Source: an optimization exercise on an open RTL-to-GDS flow (aim: small area, a short achievable clock period and few clock cycles per item). Production flows keep margins and buffers that such runs may drop. The RTL was checked by simulation tests, not by an equivalence proof against the original design.

==> inputs of run Z <==
// garner_mixed_radix_digits_unit
module garner_mixed_radix_digits_unit #(
    parameter int unsigned MAX_MODULI = 16
) (
    input  logic          i_clk,
    input  logic          i_rst_n,
    input  logic          i_valid,
    output logic          o_ready,
    input  logic [63:0]   i_data,
    output logic          o_valid,
    input  logic          i_ready,
    output logic [32:0]   o_data
);
    localparam int unsigned W = 31;
    localparam logic [2:0] I_IDLE  = 3'd0;
    localparam logic [2:0] I_NORM  = 3'd1;
    localparam logic [2:0] I_START = 3'd3;
    localparam logic [2:0] I_GRP   = 3'd4;
    localparam logic [2:0] I_FIN   = 3'd5;
    localparam logic [2:0] I_OUT   = 3'd6;
    localparam logic [2:0] I_OVF   = 3'd7;
    localparam logic [2:0] Q_IDLE  = 3'd0;
    localparam logic [2:0] Q_NORM  = 3'd1;
    localparam logic [2:0] Q_DIV   = 3'd2;
    localparam logic [2:0] Q_READY = 3'd4;
    localparam logic [2:0] IV_IDLE  = 3'd0;
    localparam logic [2:0] IV_SHIFT = 3'd1;
    localparam logic [2:0] IV_RUN   = 3'd2;
    localparam logic [2:0] IV_FIX1  = 3'd3;
    localparam logic [2:0] IV_FIX2  = 3'd4;
    localparam logic [2:0] IV_DONE  = 3'd5;
    localparam logic [2:0] G_ALIGN = 3'd0;
    localparam logic [2:0] G_EXP   = 3'd1;
    localparam logic [2:0] G_HORN  = 3'd2;
    localparam logic [2:0] F_CHAIN = 3'd4;
    localparam logic [2:0] F_INIT  = 3'd6;
  ...
make LEC_CHECK=0 CAP_MARGIN=20 CORE_MARGIN=2 CORE_UTILIZATION=40 SLEW_MARGIN=20 finish   # period 10.0 ns
run.sh (not shown) runs the stock make flow with config.mk's settings and CLKGATE_MAP_FILE= SYNTH_SCRIPT=/design/flow/synth_recipe.tcl, a recipe that flattens the netlist after the stock synthesis.
==> run X (differences from run Z) <==
--- a/flow/design.v
+++ b/flow/design.v
@@ -159,16 +159,17 @@
     localparam logic [3:0] P_SQRCOPY = 4'd5;
     localparam logic [3:0] P_CONVX   = 4'd6;
     localparam logic [3:0] P_HORN    = 4'd7;
     localparam logic [3:0] P_FCHAIN  = 4'd9;
     localparam logic [3:0] P_EINIT   = 4'd11;
     localparam logic [3:0] P_ESQR    = 4'd12;
     localparam logic [3:0] P_EMUL    = 4'd13;
     localparam logic [3:0] P_FINAL   = 4'd14;
+    localparam logic [3:0] P_ESQRF   = 4'd15;    
     localparam logic [2:0] WB_NONE = 3'd0;    
     localparam logic [2:0] WB_F0   = 3'd1;    
     localparam logic [2:0] WB_F1   = 3'd2;    
     localparam logic [2:0] WB_D    = 3'd4;    
     localparam logic [2:0] WB_S    = 3'd5;    
     localparam logic [2:0] WB_P    = 3'd6;    
     logic [3:0]    r_ph;           
     logic [1:0]    w_slot;
@@ -176,21 +177,21 @@
     logic [4:0]    r_count;        
     logic [4:0]    r_n;            
     logic [W-1:0]  r_m;
     logic          r_eos;
     logic          r_slow;
     logic [4:0]    r_s;
     logic [4:0]    r_t;            
     logic [W-1:0]  r_mp;
-    logic [W-1:0]  r_one;
+    logic          r_m1;           
+    logic [W-1:0]  w_one;          
     logic [31:0]   r_mu;
     logic [33:0]   r_mu3;          
     logic [32:0]   r_nmp3;         
-    logic [32:0]   r_mp3;          
     logic [W-1:0]  r_dvr;
     logic [W-1:0]  r_rsr;          
     logic [5:0]    r_dvt;
     logic          r_qv;
     logic [2:0]    r_qst;
     logic [31:0]   r_qres;
     logic [W-1:0]  r_qm;
     logic          r_qeos;
@@ -207,16 +208,17 @@
     logic [3:0]    r_ok;           
     logic          r_pdone;        
     logic          r_wpend;        
     logic [1:0]    r_wrem;         
     logic [1:0]    r_ww;           
     logic          r_chk, r_chk0;  
     logic          r_ckv, r_ck0;   
     logic [1:0]    r_cks;
+    logic [W-1:0]  r_ckx;          
     logic          r_finf;         
     logic [2:0]    r_ivst;
     logic [4:0]    r_ivc;
     logic [W-1:0]  r_ku, r_kv;
     logic [W:0]    r_kr, r_ks;
     logic [2:0]    r_gst;
     logic [1:0]    r_g;
     logic          r_first;
@@ -227,32 +229,32 @@
     logic [4:0]    r_cnext;
     logic          r_cnoc;         
     logic          r_cwrap;        
     logic [4:0]    r_pos;
     logic [3:0]    r_pt;           
     logic          r_stp;          
     logic [3:0]    r_sti;
     logic [W-1:0]  r_stm;
-    logic [W-1:0]  r_std;
     logic          r_ovalid;
     logic [32:0]   r_out;
     logic [W-1:0]  r_a0, r_b0;
     logic [W-1:0]  r_p0, r_p1, r_p2, r_p3;
     logic [2:0]    r_wb0, r_wb1, r_wb2, r_wb3;
     logic [32:0]   w_r3;
     logic [2*W-1:0] w_head, w_tap;
     logic [W-1:0]  w_hm;
     logic [W-1:0]  w_tm, w_td;     
     logic [1:0]    w_tsel;
     assign w_slot = r_ph[1:0];
+    assign w_one  = r_m1 ? '0 : (31'd1 << r_s);
     gmrd_ram #(.WIDTH(2*W), .DEPTH(MAX_MODULI)) u_store (
         .i_clk   (i_clk),
         .i_we    (r_stp && (r_ph == r_sti)),
-        .i_wdata ({r_stm, r_std}),
+        .i_wdata ({r_stm, r_out[32:2]}),
         .i_tsel  (w_tsel),
         .o_head  (w_head),
         .o_tap   (w_tap)
     );
     assign w_hm = w_head[2*W-1:W];
     assign w_tm = w_tap[2*W-1:W];
     assign w_td = w_tap[W-1:0];
     gmrd_modunit u_mm (
@@ -268,17 +270,17 @@
     logic [33:0] w_t1, w_t2, w_t3;
     logic [W-1:0] w_z;
     logic [W-1:0] w_F0, w_F1;
     logic [W-1:0] w_sx, w_sy;
     logic [W:0]   w_redd, w_redp;
     logic [W-1:0] w_dnew;
     assign w_t1 = {1'b0, w_r3} - {3'b0, r_mp};
     assign w_t2 = {1'b0, w_r3} - {2'b0, r_mp, 1'b0};
-    assign w_t3 = {1'b0, w_r3} - {1'b0, r_mp3};
+    assign w_t3 = {1'b0, w_r3} - {3'b0, r_mp} - {2'b0, r_mp, 1'b0};
     assign w_z  = !w_t3[33] ? w_t3[W-1:0] :
                   (!w_t2[33] ? w_t2[W-1:0] : (!w_t1[33] ? w_t1[W-1:0] : w_r3[W-1:0]));
     assign w_F0 = (r_wb3 == WB_F0) ? w_z : r_p3;
     assign w_F1 = (r_wb3 == WB_F1) ? w_z : r_p3;
     assign w_sx   = (r_dk == 2'd2) ? r_d : r_dz;
     assign w_sy   = (r_dk == 2'd2) ? r_dz : r_dp;
     assign w_redd = {1'b0, w_sx} - {1'b0, w_sy};
     assign w_redp = {1'b0, w_sx} - {1'b0, w_sy} + {1'b0, r_mp};
@@ -294,16 +296,18 @@
     logic [4:0]   w_last;          
     logic [4:0]   w_rem;
     logic         w_e0b;
     logic [4:0]   w_wpos;          
     logic         w_wb0, w_wb1, w_wb2;
     logic [1:0]   w_wlen, w_widx;
     logic [W-1:0] w_const;         
     logic         w_cact, w_tact;  
+    logic         w_lact;          
+    logic         w_clast;         
     logic [3:0]   w_cjm1;
     logic [3:0]   w_tent;          
     assign w_rem  = r_n - {1'b0, r_g, 2'b00};
     assign w_last = (w_rem > 5'd4) ? 5'd3 : (w_rem - 5'd1);
     assign w_hact  = (w_slot == r_hp) && !r_hwait;
     assign w_shout = w_shin >> r_s;
     assign w_e     = (r_m >= 31'd2) ? r_m - 31'd2 : '0;
     always_comb begin
@@ -311,16 +315,18 @@
         for (int i = 0; i < W; i++) begin
             if (w_e[i]) w_eblen = 6'(i + 1);
         end
     end
     assign w_e0b   = (r_pos != 5'd31) && w_e[r_pos];
     assign w_cjm1  = r_cj - 4'd1;
     assign w_cact  = (w_slot == r_cj[1:0]) && ({1'b0, r_cj} < r_n) && !r_cnoc;
     assign w_tact  = (w_slot == w_cjm1[1:0]) && (r_cj != 4'd0) && !r_cwrap;
+    assign w_clast = ({1'b0, r_cj} + 5'd1 == r_n) && !r_cnoc;
+    assign w_lact  = w_clast && (r_cj[1:0] != 2'd3) && (w_slot == r_cj[1:0] + 2'd1);
     assign w_tent  = (r_pt == P_FCHAIN) ? ((w_slot == r_cj[1:0]) ? r_cj : w_cjm1)
                                         : {r_g, w_slot};
     assign w_tsel  = w_tent[3:2] - r_ph[3:2];
     assign w_wpos = (r_gst == F_INIT) ? (5'd30 - r_s) : r_pos;
     assign w_wb0  = (w_wpos != 5'd0) && r_m[w_wpos];
     assign w_wb1  = (w_wpos >= 5'd2) && r_m[w_wpos - 5'd1];
     assign w_wb2  = (w_wpos >= 5'd3) && r_m[w_wpos - 5'd2];
     assign w_wlen = w_wb2 ? 2'd2 : (w_wb1 ? 2'd1 : 2'd0);
@@ -341,27 +347,27 @@
             4'b10_11: w_const = 31'd78125;
             4'b11_00: w_const = 31'd7;
             4'b11_01: w_const = 31'd343;
             4'b11_10: w_const = 31'd16807;
             default:  w_const = 31'd823543;
         endcase
     end
     always_comb begin
-        w_shin = r_d;
+        w_shin = (r_finf && (r_wb3 == WB_D)) ? w_z : ((r_dk == 2'd1) ? r_dz : r_d);
         w_raw  = 1'b0;
         w_rawv = w_hm;
-        w_b    = r_one;
+        w_b    = w_one;
         w_p    = w_F0;
         w_wb   = WB_NONE;
         case (r_pt)
             P_CONV: begin
                 w_raw  = 1'b1;
                 w_rawv = w_hm;
-                w_p    = r_one;
+                w_p    = w_one;
                 w_wb   = WB_F1;
             end
             P_MUL: begin
                 w_shin = w_F0;
                 w_b    = w_F1;
                 w_p    = w_F1;
                 w_wb   = WB_F0;
             end
@@ -387,43 +393,55 @@
             P_HORN: begin
                 if (w_hact) begin
                     w_shin = r_d;
                     w_b    = w_F0;
                     w_p    = w_F1;
                     w_wb   = WB_D;
                 end else begin
                     w_shin = w_F0;
-                    w_b    = r_one;
+                    w_b    = w_one;
                     w_p    = w_F1;
                     w_wb   = WB_F0;
                 end
             end
             P_FCHAIN: begin
                 w_raw = 1'b1;
                 if (w_cact) begin
-                    w_rawv = w_tm;
+                    w_rawv = w_clast ? r_stm : w_tm;
                     w_b    = r_pp;
                     w_p    = r_pp;
                     w_wb   = WB_P;
+                end else if (w_lact) begin
+                    w_rawv = r_out[32:2];
+                    w_b    = r_pp;
+                    w_wb   = WB_S;
                 end else if (w_tact) begin
-                    w_rawv = w_td;
+                    w_rawv = ({1'b0, r_cj} == r_n) ? r_out[32:2] : w_td;
                     w_b    = w_F1;
                     w_wb   = WB_S;
                 end
             end
             P_EINIT: begin
                 w_raw  = 1'b1;
                 w_rawv = w_const;
                 w_wb   = WB_F0;
             end
-            P_ESQR: begin
-                w_shin = w_F0;
-                w_b    = w_F0;
-                w_wb   = WB_F0;
+            P_ESQR, P_ESQRF: begin
+                if (r_pt == P_ESQRF && w_slot == 2'd0) begin
+                    w_raw  = 1'b1;
+                    w_rawv = r_kr[W-1:0];
+                    w_b    = r_d;
+                    w_p    = '0;
+                    w_wb   = WB_D;
+                end else begin
+                    w_shin = w_F0;
+                    w_b    = w_F0;
+                    w_wb   = WB_F0;
+                end
             end
             P_EMUL: begin
                 w_raw  = 1'b1;
                 w_rawv = w_const;
                 w_b    = w_F0;
                 w_wb   = WB_F0;
             end
             P_FINAL: begin
@@ -447,24 +465,26 @@
     logic [3:0]    n_cj;
     logic [4:0]    n_cnext;
     logic          n_cnoc, n_cwrap;
     logic [4:0]    n_pos;
     logic          n_pdone, n_wpend, n_chk, n_chk0;
     logic [1:0]    n_wrem, n_ww;
     logic          w_ivok;
     logic          w_chkhit;       
+    logic [3:0]    w_okeff;
     logic          n_slow;
     logic          w_fast;
     logic          w_aligned;
     logic [4:0]    w_cj;           
     logic [2:0]    w_gst;
     assign w_fast    = !r_slow && r_m[0] && (r_m != 31'd1);
     assign w_chkhit  = r_ckv &&
-                       (({1'b0, r_b0} + {1'b0, r_one} == {1'b0, r_mp}) || (r_ck0 && (r_b0 == r_one)));
+                       (({1'b0, r_ckx} + {1'b0, w_one} == {1'b0, r_mp}) || (r_ck0 && (r_ckx == w_one)));
+    assign w_okeff   = r_ok | (w_chkhit ? (4'd1 << r_cks) : 4'd0);
     assign w_aligned = !r_stp && (r_ph[3:2] + 2'd1 == r_g);
     assign w_gst     = (r_ist == I_START) ? (w_fast ? F_CHAIN : G_ALIGN) : r_gst;
     assign w_cj      = (r_ist == I_START) ? 5'd0 : r_cnext;
     always_comb begin
         n_ist   = r_ist;
         n_pt    = r_pt;
         n_gst   = r_gst;
         n_g     = r_g;
@@ -548,30 +568,28 @@
                                 n_g   = r_g + 2'd1;
                                 n_gst = G_ALIGN;
                             end else begin
                                 n_ist = I_FIN;
                             end
                         end
                     end
                     F_CHAIN: begin
-                        if (!(r_stp && (w_cj + 5'd1 >= r_n))) begin
-                            n_pt    = P_FCHAIN;
-                            n_cj    = w_cj[3:0];
-                            n_cnoc  = 1'b0;
-                            n_cwrap = 1'b0;
-                            if ((w_cj[1:0] == 2'd0) && (w_cj != 5'd0) && (w_cj != r_n) &&
-                                !(r_cnoc && (r_ist == I_GRP))) begin
-                                n_cnoc = 1'b1;
-                            end else begin
-                                n_cwrap = r_cnoc && (r_ist == I_GRP);
-                                n_cnext = w_cj + 5'd1;
-                                if (w_cj == r_n) begin
-                                    n_gst = F_INIT;
-                                end
+                        n_pt    = P_FCHAIN;
+                        n_cj    = w_cj[3:0];
+                        n_cnoc  = 1'b0;
+                        n_cwrap = 1'b0;
+                        if ((w_cj[1:0] == 2'd0) && (w_cj != 5'd0) && (w_cj != r_n) &&
+                            !(r_cnoc && (r_ist == I_GRP))) begin
+                            n_cnoc = 1'b1;
+                        end else begin
+                            n_cwrap = r_cnoc && (r_ist == I_GRP);
+                            n_cnext = w_cj + 5'd1;
+                            if ((w_cj == r_n) || ((w_cj + 5'd1 == r_n) && (w_cj[1:0] != 2'd3))) begin
+                                n_gst = F_INIT;
                             end
                         end
                     end
                     F_INIT: begin
                         n_pt    = P_EINIT;
                         n_gst   = F_EXP;
                         n_ww    = w_widx;
                         n_wpend = 1'b0;
@@ -589,16 +607,20 @@
                             end
                         end else if (!r_pdone) begin
                             n_pt    = P_ESQR;
                             n_pdone = (r_pos == 5'd0);
                             if (!w_wb0) begin
                                 n_chk  = (r_pos < r_t);
                                 n_chk0 = (r_pos + 5'd1 == r_t);
                                 n_pos  = r_pos - 5'd1;
+                                if ((r_pos == 5'd0) && (r_ivst == IV_DONE) && w_ivok && (r_pp != '0)) begin
+                                    n_pt  = P_ESQRF;
+                                    n_ist = I_FIN;
+                                end
                             end else begin
                                 n_wpend = 1'b1;
                                 n_wrem  = w_wlen;
                                 n_ww    = w_widx;
                                 n_pdone = (r_pos == {3'b0, w_wlen});
                                 n_pos   = r_pos - {3'b0, w_wlen} - 5'd1;
                             end
                         end else if ((r_pp == '0) || ((r_ivst == IV_DONE) && !w_ivok)) begin
@@ -619,29 +641,31 @@
     logic [W:0]   w_kmr;               
     logic [W:0]   w_dh;                
     assign w_ivok = (r_ku == 31'd1);
     assign w_kuv  = {1'b0, r_ku} - {1'b0, r_kv};
     assign w_kvu  = {1'b0, r_kv} - {1'b0, r_ku};
     assign w_krs  = {1'b0, r_kr} + {1'b0, r_ks};
     assign w_krm  = {1'b0, r_kr} - {2'b0, r_m};
     assign w_kmr  = {1'b0, r_m} - r_kr;
-    assign w_dh   = {1'b0, r_d} + (((r_d & r_one) != '0) ? {1'b0, r_mp} : '0);
+    assign w_dh   = {1'b0, r_d} + (((r_d & w_one) != '0) ? {1'b0, r_mp} : '0);
     logic [4:0]   w_s, w_t;
     always_comb begin
         w_s = 5'd0;
         for (int i = 0; i < W; i++) begin
             if (r_qm[i]) w_s = 5'(W - 1 - i);
         end
         w_t = 5'd0;
         for (int i = W - 1; i >= 1; i--) begin
-            if (r_m[i]) w_t = 5'(i);
+            if (r_qm[i]) w_t = 5'(i);
         end
     end
     logic [W-1:0] w_qone;
+    logic [31:0]  w_qmuc;
+    assign w_qmuc  = r_qdvq32 ? 32'hFFFF_FFFF : r_qmu;
     logic [W:0]   w_dv2, w_rs2;
     logic [W+1:0] w_dvsub, w_rssub;
     assign w_qone  = (r_qm == 31'd1) ? '0 : (31'd1 << r_qs);
     assign w_dv2   = {r_dvr, 1'b0};
     assign w_dvsub = {1'b0, w_dv2} - {2'b0, r_qmp};
     assign w_rs2   = {r_rsr, 1'b0} | {1'b0, r_qres[6'd31 - r_dvt] ? w_qone : '0};
     assign w_rssub = {1'b0, w_rs2} - {2'b0, r_qmp};
     assign o_ready = !r_qv;
@@ -689,23 +713,24 @@
             r_dpend <= 1'b0;
         end
         if (w_wb == WB_D) begin
             r_dpend <= 1'b1;
         end
         if (r_wb3 == WB_P) begin
             r_pp <= w_z;
         end
-        r_ckv <= (r_pt == P_ESQR) && r_chk;
+        r_ckv <= ((r_pt == P_ESQR) || (r_pt == P_ESQRF)) && r_chk;
         r_ck0 <= r_chk0;
         r_cks <= w_slot;
+        r_ckx <= w_F0;
         if (w_chkhit) begin
             r_ok[r_cks] <= 1'b1;
         end
-        if (n_pt == P_FINAL && w_slot == 2'd3) begin
+        if ((n_pt == P_FINAL || n_pt == P_ESQRF) && w_slot == 2'd3) begin
             r_finf <= 1'b1;
         end
         case (r_ivst)
             IV_SHIFT: begin
                 if (r_ivc == 5'd0) begin
                     r_ivst <= IV_RUN;
                 end else begin
                     r_kv  <= r_kv >> 1;
@@ -805,70 +830,69 @@
                     r_qv   <= 1'b0;
                     r_qst  <= Q_IDLE;
                     r_m    <= r_qm;
                     r_eos  <= r_qeos;
                     r_n    <= r_count;
                     r_slow <= 1'b0;
                     r_s    <= r_qs;
                     r_mp   <= r_qmp;
-                    r_mu   <= r_qdvq32 ? 32'hFFFF_FFFF : r_qmu;
+                    r_mu   <= w_qmuc;
                     r_d    <= r_rsr;
                     r_d0   <= r_rsr;
+                    r_mu3  <= {2'b00, w_qmuc} + {1'b0, w_qmuc, 1'b0};
+                    r_nmp3 <= (~{2'b00, r_qmp}) + {~{1'b0, r_qmp}, 1'b0};
+                    r_t    <= w_t;
+                    r_m1   <= (r_qm == 31'd1);
                     if (r_count >= 5'(MAX_MODULI)) begin
                         r_ist <= I_OVF;
                     end else if (r_qm == '0) begin
                         r_d     <= '0;
                         r_s     <= 5'd0;
                         r_dpend <= 1'b0;
                         r_ist   <= I_FIN;
                     end else begin
-                        r_ist <= I_NORM;
+                        r_ist <= I_START;
                     end
                 end
             end
-            I_NORM: begin
-                r_mu3   <= {2'b00, r_mu} + {1'b0, r_mu, 1'b0};
-                r_nmp3  <= (~{2'b00, r_mp}) + {~{1'b0, r_mp}, 1'b0};
-                r_mp3   <= {2'b00, r_mp} + {1'b0, r_mp, 1'b0};
-                r_t     <= w_t;
-                r_one   <= (r_m == 31'd1) ? '0 : (31'd1 << r_s);
-                r_ist   <= I_START;
-            end
             I_START: begin
-                r_pp   <= r_one;
+                r_pp   <= w_one;
                 r_ok   <= 4'b0000;
                 r_ivst <= IV_IDLE;
                 r_d    <= r_d0;
             end
             I_FIN: begin
-                if (!r_dpend && (w_wb != WB_D) && (r_pt == P_IDLE)) begin
-                    r_finf <= 1'b0;
-                    if (r_finf && (r_ok != 4'b1111)) begin
-                        r_slow <= 1'b1;
-                        r_ist  <= I_START;
-                    end else begin
-                        r_ist <= I_OUT;
+                if (r_finf) begin
+                    if ((r_wb3 == WB_D) && (r_pt == P_IDLE)) begin
+                        r_finf <= 1'b0;
+                        if (w_okeff != 4'b1111) begin
+                            r_slow <= 1'b1;
+                            r_ist  <= I_START;
+                        end else begin
+                            r_ist <= I_OUT;
+                        end
                     end
+                end else if (!r_dpend && (w_wb != WB_D) && (r_pt == P_IDLE)) begin
+                    r_ist <= I_OUT;
                 end
             end
             I_OUT: begin
                 if (w_outfree && !r_stp) begin
                     r_out    <= {r_a0, r_eos, 1'b0};
                     r_ovalid <= 1'b1;
                     r_stp    <= 1'b1;
                     r_sti    <= r_n[3:0];
                     r_stm    <= r_m;
-                    r_std    <= r_a0;
                     r_count  <= r_eos ? 5'd0 : r_n + 5'd1;
                     r_ist    <= I_IDLE;
                 end
             end
             I_OVF: begin
-                if (w_outfree) begin
+                if (w_outfree && !r_stp) begin
                     r_out    <= {{W{1'b0}}, r_eos, 1'b1};
                     r_ovalid <= 1'b1;
                     if (r_eos) begin
                         r_count <= 5'd0;
                     end
                     r_ist <= I_IDLE;
                 end
             end
CORE_UTILIZATION = 55   (was 40)
PLACE_DENSITY = 0.7   (was default)
==> impl_metrics.csv <==
group,metric,value,unit
floorplanning,start_util,0.403,
status,status,"timing/DRC/antenna clean",
worst_hold_path,hold_path_startpoint,"u_store.r_mem[11][3]$_DFF_P_",
setup_path,arrival,10290,ps
final_layout,multi_input_gates,12059,
clock_network,cts_buffers,229,
synthesis,synth_mux_area_frac,0.0577,
The numbers above come from run Z.

==> impl_metrics.csv <==
group,metric,value,unit
status,status,"timing/DRC/antenna clean",
clock_network,cts_buffers,225,
worst_hold_path,hold_path_startpoint,"u_store.r_mem[9][27]$_DFF_P_",
setup_path,arrival,10260,ps
synthesis,synth_mux_area_frac,0.0580,
floorplanning,rows,196,
floorplanning,start_util,0.554,
synthesis,synth_top_family_by_area,"adder cells",
final_layout,multi_input_gates,12504,
The numbers above come from run X.

Testbench counts of run Z, summed over its fixed seeds: cycles 37,700, items 239.
Testbench counts of run X, summed over its fixed seeds: cycles 35,224, items 239.

what the ideal ports hide:
How much do the figures lean on ideal ports? The routed layouts below were timed once more, with nothing changed but the port constraints. Step 1 assumes that a clkbuf_16 drives the clock port and a buf_2 every other input. Step 2 moves the port delays by t, midway between the first and last clock arrival at a register: inputs arrive t later, outputs are due t later. That takes back most of the time a late clock gives input paths. Three values: ideal ports, drivers, drivers and shift; two values: the first two.
run	shift t [ns]	setup slack, ns	slew at the worst register clock pin (ns)	pins driven straight from the clock port
run Z	1.042	0.559 / 0.559 / 0.559	0.07 / 0.07	1
run X	1.014	0.540 / 0.540 / 0.540	0.08 / 0.08	1
After both steps setup and hold are still met in every run listed.
